Context: an optimization exercise on an open-source flow, tuned for small area and a short achievable clock period. The choices shown serve that exercise and are no tape-out recipe.
RTL that was checked went through simulation tests only; none was proved equivalent to the original.
Power is estimated from default activity; no workload was simulated.

// ranker_top
module ranker_top (
    input  logic                  clk,
    input  logic                  reset,
    input  logic [axil_pkg::addr_width-1:0] awaddr,
    input  logic                  awvalid,
    output logic                  awready,
    input  logic [axil_pkg::data_width-1:0] wdata,
    input  logic [axil_pkg::strb_width-1:0] wstrb,
    input  logic                  wvalid,
    output logic                  wready,
    output axil_pkg::resp_t                 bresp,
    output logic                  bvalid,
    input  logic                  bready,
    input  logic [axil_pkg::addr_width-1:0] araddr,
    input  logic                  arvalid,
    output logic                  arready,
    output logic [axil_pkg::data_width-1:0] rdata,
    output axil_pkg::resp_t                 rresp,
    output logic                  rvalid,
    input  logic                  rready,
    output logic                  irq_out
);
For scale: ~1300 cells after synthesis, ~470 flip-flops, ~0.019 mm^2 of cells after synthesis.
Settings: LEC_CHECK=0, CAP_MARGIN=20, CORE_MARGIN=2, CORE_UTILIZATION=40, SETUP_SLACK_MARGIN=4.5, SLEW_MARGIN=20; clock period 7.5 ns.
standard.sh (not shown) runs the stock make flow with config.mk's settings and CLKGATE_MAP_FILE= SYNTH_SCRIPT=/design/flow/synth_recipe.tcl, a recipe that flattens the netlist after the stock synthesis.
==> flow/flow/run.sh <==
#!/bin/bash
# The standard layout, with plain buffers on the ports instead of the delay
# buffers buffer_ports picks by default. Every port still gets its buffer.
set -euo pipefail
export BUFFER_PORTS_ARGS="-buffer_cell sky130_fd_sc_hd__buf_2"
bash standard.sh > standard.log 2>&1
Rerun with:
Settings changed: ABC_AREA from default to 1.
The new run went through all stages and came out clean.
Worst hold slack barely changes.
Cell count goes up by 28%.
Wire length came out higher by 15%.
Fmax came out lower by 3.1%.
Clock power went down by about 2%.
Design area went up by 4.8%.
Flip-flop and latch count is unchanged.
Count of clock-buffer cells in the layout climbs by 9.
Synthesized cell count rose by 41%.
Core utilization shrinks by 0.99 points.
Die area climbs by 6.3%.
Rerun with:
Settings changed: ABC_AREA 1 to default, CTS_BUF_LIST from default to sky130_fd_sc_hd__clkbuf_8 sky130_fd_sc_hd__clkbuf_16, CTS_CLUSTER_DIAMETER from default to 100, CTS_CLUSTER_SIZE from default to 30.
The changed run passed the timing, DRC and antenna checks.
Wire length is lower by 15%.
Final cell count decreases by 24%.
Synthesized area shrinks by 6.1%.
Die area went down by 6.0%.
Clock-buffer cell count falls by 53.

---

## garnet
Another version of the RTL of ranker_top (not shown whole).
For scale: ~1400 cells after synthesis, about 470 flip-flops, roughly 120 I/O pins, ~20000 sq um of cells after synthesis.
Design ranker_top, start of the top module:
module ranker_top (
    input  logic                  clk,
    input  logic                  reset,
    input  logic [axil_pkg::addr_width-1:0] awaddr,
    input  logic                  awvalid,
    output logic                  awready,
    input  logic [axil_pkg::data_width-1:0] wdata,
    input  logic [axil_pkg::strb_width-1:0] wstrb,
    input  logic                  wvalid,
    output logic                  wready,
    output axil_pkg::resp_t                 bresp,
    output logic                  bvalid,
    input  logic                  bready,
    input  logic [axil_pkg::addr_width-1:0] araddr,
    input  logic                  arvalid,
    output logic                  arready,
    output logic [axil_pkg::data_width-1:0] rdata,
    output axil_pkg::resp_t                 rresp,
    output logic                  rvalid,
    input  logic                  rready,
    output logic                  irq_out
);
    localparam logic [3:0] w_control = 4'h0;
    localparam logic [3:0] w_status  = 4'h1;
    localparam logic [3:0] w_config  = 4'h2;
    localparam logic [3:0] w_hash_lo = 4'h8;
    localparam logic [3:0] w_hash_hi = 4'h9;
    localparam logic [3:0] w_seg_lo  = 4'hA;
    localparam logic [3:0] w_seg_hi  = 4'hB;
    localparam logic [3:0] w_pos_lo  = 4'hC;
    localparam logic [3:0] w_pos_hi  = 4'hD;
    localparam logic [3:0] w_score   = 4'hE;
    localparam logic [3:0] w_result  = 4'hF;
  ...
export LEC_CHECK = 0
export CAP_MARGIN = 20
export CORE_MARGIN = 2
export CORE_UTILIZATION = 40
export CTS_BUF_LIST = sky130_fd_sc_hd__clkbuf_8 sky130_fd_sc_hd__clkbuf_16
export CTS_CLUSTER_DIAMETER = 100
export CTS_CLUSTER_SIZE = 30
export SETUP_SLACK_MARGIN = 4.95
export SLEW_MARGIN = 20
create_clock -name core_clock -period 7.5 [get_ports {clk}]
Scripts as last shown in full above: flow/flow/run.sh
diff inputs: garnet => lagoon
- changing SETUP_SLACK_MARGIN from 4.95 to 4.5
- lagoon closes out successfully: all stages finished, all timing, DRC and antenna checks passed.
- Cmp garnet and lagoon / minimum clock period after layout / lower: garnet
- Summary of lagoon over garnet: final period utilization +2.2 points, maximum cell stage delay along the critical path -0.18 ns.
Edits applied to the flow inputs when going from lagoon to xenon:
- swapping 40 for 55 in CORE_UTILIZATION
- swapping 4.5 for 4.75 in SETUP_SLACK_MARGIN
Notes after the runs:
Between lagoon and xenon, the flow reports die area decreasing by more than a quarter. Measured against each other, lagoon and xenon differ in fraction of power spent switching nets, the lower figure coming from lagoon. Relative to lagoon, the post-layout total power measured on xenon has increased slightly. Post-layout instance area came out lower on xenon than on lagoon. xenon vs lagoon, die outline width went down by about 14%. Period utilization: xenon < lagoon. Compare lagoon and xenon | maximum operating frequency higher: xenon. On worst hold slack, xenon tracks lagoon almost exactly. [diff] setup slack, xenon relative to lagoon: improvement.

---

Setup of run 1:
Another version of the RTL of ranker_top (not shown whole).
Size: about 470 flip-flops, about 120 I/O pins, about 19000 um^2 of cells after synthesis.
==> flow/config.mk <==
export PLATFORM = sky130hd
export DESIGN_NAME = ranker_top
export DESIGN_NICKNAME = ranker_top
export VERILOG_FILES = /design/flow/design.v
export SDC_FILE = /design/flow/constraint.sdc
export NUM_CORES = 4
export LEC_CHECK = 0
export CAP_MARGIN = 20
export CORE_MARGIN = 2
export CORE_UTILIZATION = 40
export CTS_BUF_LIST = sky130_fd_sc_hd__clkbuf_8 sky130_fd_sc_hd__clkbuf_16
export CTS_CLUSTER_DIAMETER = 100
export CTS_CLUSTER_SIZE = 30
export SETUP_SLACK_MARGIN = 4.78
export SLEW_MARGIN = 20
==> flow/constraint.sdc <==
create_clock -name core_clock -period 7.5 [get_ports {clk}]
set_input_delay 1.5000 -clock core_clock [delete_from_list [all_inputs] [get_ports {clk}]]
set_output_delay 1.5000 -clock core_clock [all_outputs]
set_load 0.01 [all_outputs]
Scripts as last shown in full above: flow/flow/run.sh
### run 1 -> run 2
- PLACE_DENSITY now 0.8, previously not set
- SETUP_SLACK_MARGIN now 4.8, was 4.78
## What came out
Compared with run 1, in run 2 share of the final layout cell area in sequential cells moved up; worst setup slack moved down; global-route usage moved down; portion of the layout cell area used by clock cells level.
First-pass GRT wire length was higher in run 1 than in run 2.
Taking run 1 as the reference point, the minimum clock period of run 2 rises by 32 ps.
Looking at number of antenna violations at the first check in global routing, run 2 sits below run 1.
As far as number of placed cells counting well taps is concerned, run 2 and run 1 perform about the same.
No functional check of the RTL was part of any run of this note.

---

ranker_top with an RTL version that a note above also has.
For scale: ~1,300 cells after synthesis, roughly 470 flip-flops, about 120 I/O pins.
export LEC_CHECK = 0
export ABC_CLOCK_PERIOD_IN_PS = 2500
export CAP_MARGIN = 20
export CORE_MARGIN = 2
export CORE_UTILIZATION = 40
export SETUP_SLACK_MARGIN = 4.5
export SLEW_MARGIN = 20
create_clock -name core_clock -period 7.5 [get_ports {clk}]
Scripts as last shown in full above: flow/flow/run.sh
The baseline produced a clean layout.
Then changed:
Settings changed: ABC_CLOCK_PERIOD_IN_PS 2500 to default, CTS_BUF_LIST from default to sky130_fd_sc_hd__clkbuf_4 sky130_fd_sc_hd__clkbuf_8, CTS_CLUSTER_SIZE from default to 15.
After rerunning: The changed run ran to the end with no violations; hold slack got worse by 7.4 ps; routed wire length goes up by 1.4%; worst setup slack got worse by 5.1 ps; clock-buffer cell count goes up by 56; fmax hardly moves; die area does not change; synthesized cell count is unchanged; cell area goes up by 0.75%; power goes up by 1.0%; flip-flop and latch count is unchanged; via count goes up by 1.7%.

---

## P
ranker_top with an RTL version that a note above also has.
Size in the first run: ~1400 cells after synthesis, ~120 I/O pins, about 0.020 mm2 of cells after synthesis.
==> flow/design.v (excerpt) <==
module ranker_top (
    input  logic                  clk,
    input  logic                  reset,
    input  logic [axil_pkg::addr_width-1:0] awaddr,
    input  logic                  awvalid,
    output logic                  awready,
    input  logic [axil_pkg::data_width-1:0] wdata,
    input  logic [axil_pkg::strb_width-1:0] wstrb,
    input  logic                  wvalid,
    output logic                  wready,
    output axil_pkg::resp_t                 bresp,
    output logic                  bvalid,
    input  logic                  bready,
    input  logic [axil_pkg::addr_width-1:0] araddr,
    input  logic                  arvalid,
    output logic                  arready,
    output logic [axil_pkg::data_width-1:0] rdata,
    output axil_pkg::resp_t                 rresp,
    output logic                  rvalid,
    input  logic                  rready,
    output logic                  irq_out
);
==> flow/config.mk <==
export PLATFORM = sky130hd
export DESIGN_NAME = ranker_top
export DESIGN_NICKNAME = ranker_top
export VERILOG_FILES = /design/flow/design.v
export SDC_FILE = /design/flow/constraint.sdc
export NUM_CORES = 4
export LEC_CHECK = 0
export CAP_MARGIN = 20
export CORE_MARGIN = 2
export CORE_UTILIZATION = 40
export CTS_BUF_LIST = sky130_fd_sc_hd__clkbuf_8 sky130_fd_sc_hd__clkbuf_16
export CTS_CLUSTER_DIAMETER = 100
export CTS_CLUSTER_SIZE = 30
export SETUP_SLACK_MARGIN = 4.75
export SLEW_MARGIN = 20
==> flow/constraint.sdc <==
create_clock -name core_clock -period 7.5 [get_ports {clk}]
set_input_delay 1.5000 -clock core_clock [delete_from_list [all_inputs] [get_ports {clk}]]
set_output_delay 1.5000 -clock core_clock [all_outputs]
set_load 0.01 [all_outputs]
Scripts as last shown in full above: flow/flow/run.sh
Every stage of the flow completed for P, and the final layout passed the timing, DRC and antenna checks.
The inputs of Q differ from those of P as listed below.
==> flow/flow/run.sh <==
#!/bin/bash
# The standard layout, with plain buffers on the ports instead of the delay
# buffers buffer_ports picks by default. Every port still gets its buffer.
set -euo pipefail
export BUFFER_PORTS_ARGS="-buffer_cell sky130_fd_sc_hd__buf_1"
bash standard.sh > standard.log 2>&1
[summary]
Per the comparison of Q with P, post-route clock period utilization neither gained nor lost much; all-layer global routing usage essentially unchanged; met3 layer usage reported by global route ~0 delta.

port drivers added, routing unchanged:
Ports are ideal in the flow. The routed layouts listed here were re-timed in OpenROAD. Step 1 (the two cells are an assumption about what drives the block):
set clk [get_ports {clk}]
set_driving_cell -lib_cell sky130_fd_sc_hd__clkbuf_16 $clk
set_driving_cell -lib_cell sky130_fd_sc_hd__buf_2 [delete_from_list [all_inputs] $clk]
Step 2 adds t to the input delays and takes it off the output delays; t is the mean of the earliest and latest rising clock arrival at the registers after step 1. Input paths then give back, and output paths get back, about the clock's delay inside the block. a / b / c = ideal / step 1 / step 2; a / b = the first two.
run | shift t [ns] | slack for setup (ns) | worst setup path at the end | slew at the worst register clock pin (ns) | pins driven straight from the clock port
the first run of note 1 | 0.617 | 4.534 / 4.558 / 3.942 | input to register | 0.07 / 0.07 | 1
the second run of note 1 | 0.629 | 4.438 / 4.476 / 3.848 | input to register | 0.06 / 0.06 | 1
the third run of note 1 | 0.592 | 4.480 / 4.505 / 3.913 | input to register | 0.12 / 0.12 | 1
garnet | 0.599 | 4.777 / 4.721 / 4.279 | input to register | 0.12 / 0.12 | 1
lagoon | 0.589 | 4.608 / 4.642 / 4.054 | input to register | 0.12 / 0.12 | 1
xenon | 0.597 | 4.773 / 4.734 / 4.183 | input to register | 0.12 / 0.12 | 1
run 1 | 0.602 | 4.785 / 4.736 / 4.134 | input to register | 0.12 / 0.12 | 1
run 2 | 0.588 | 4.753 / 4.703 / 4.248 | input to register | 0.12 / 0.12 | 1
the first run of note 4 | 0.617 | 4.534 / 4.558 / 3.942 | input to register | 0.07 / 0.07 | 1
the second run of note 4 | 0.661 | 4.529 / 4.500 / 3.898 | input to register | 0.07 / 0.07 | 1
P | 0.596 | 4.777 / 4.723 / 4.262 | input to register | 0.12 / 0.12 | 1
Q | 0.607 | 4.786 / 4.727 / 4.223 | input to register | 0.12 / 0.12 | 1
After both steps setup and hold are still met in every run listed. For run 1, which loses most, drivers alone change the setup slack by -0.049 ns; drivers and shift together by -0.651 ns.
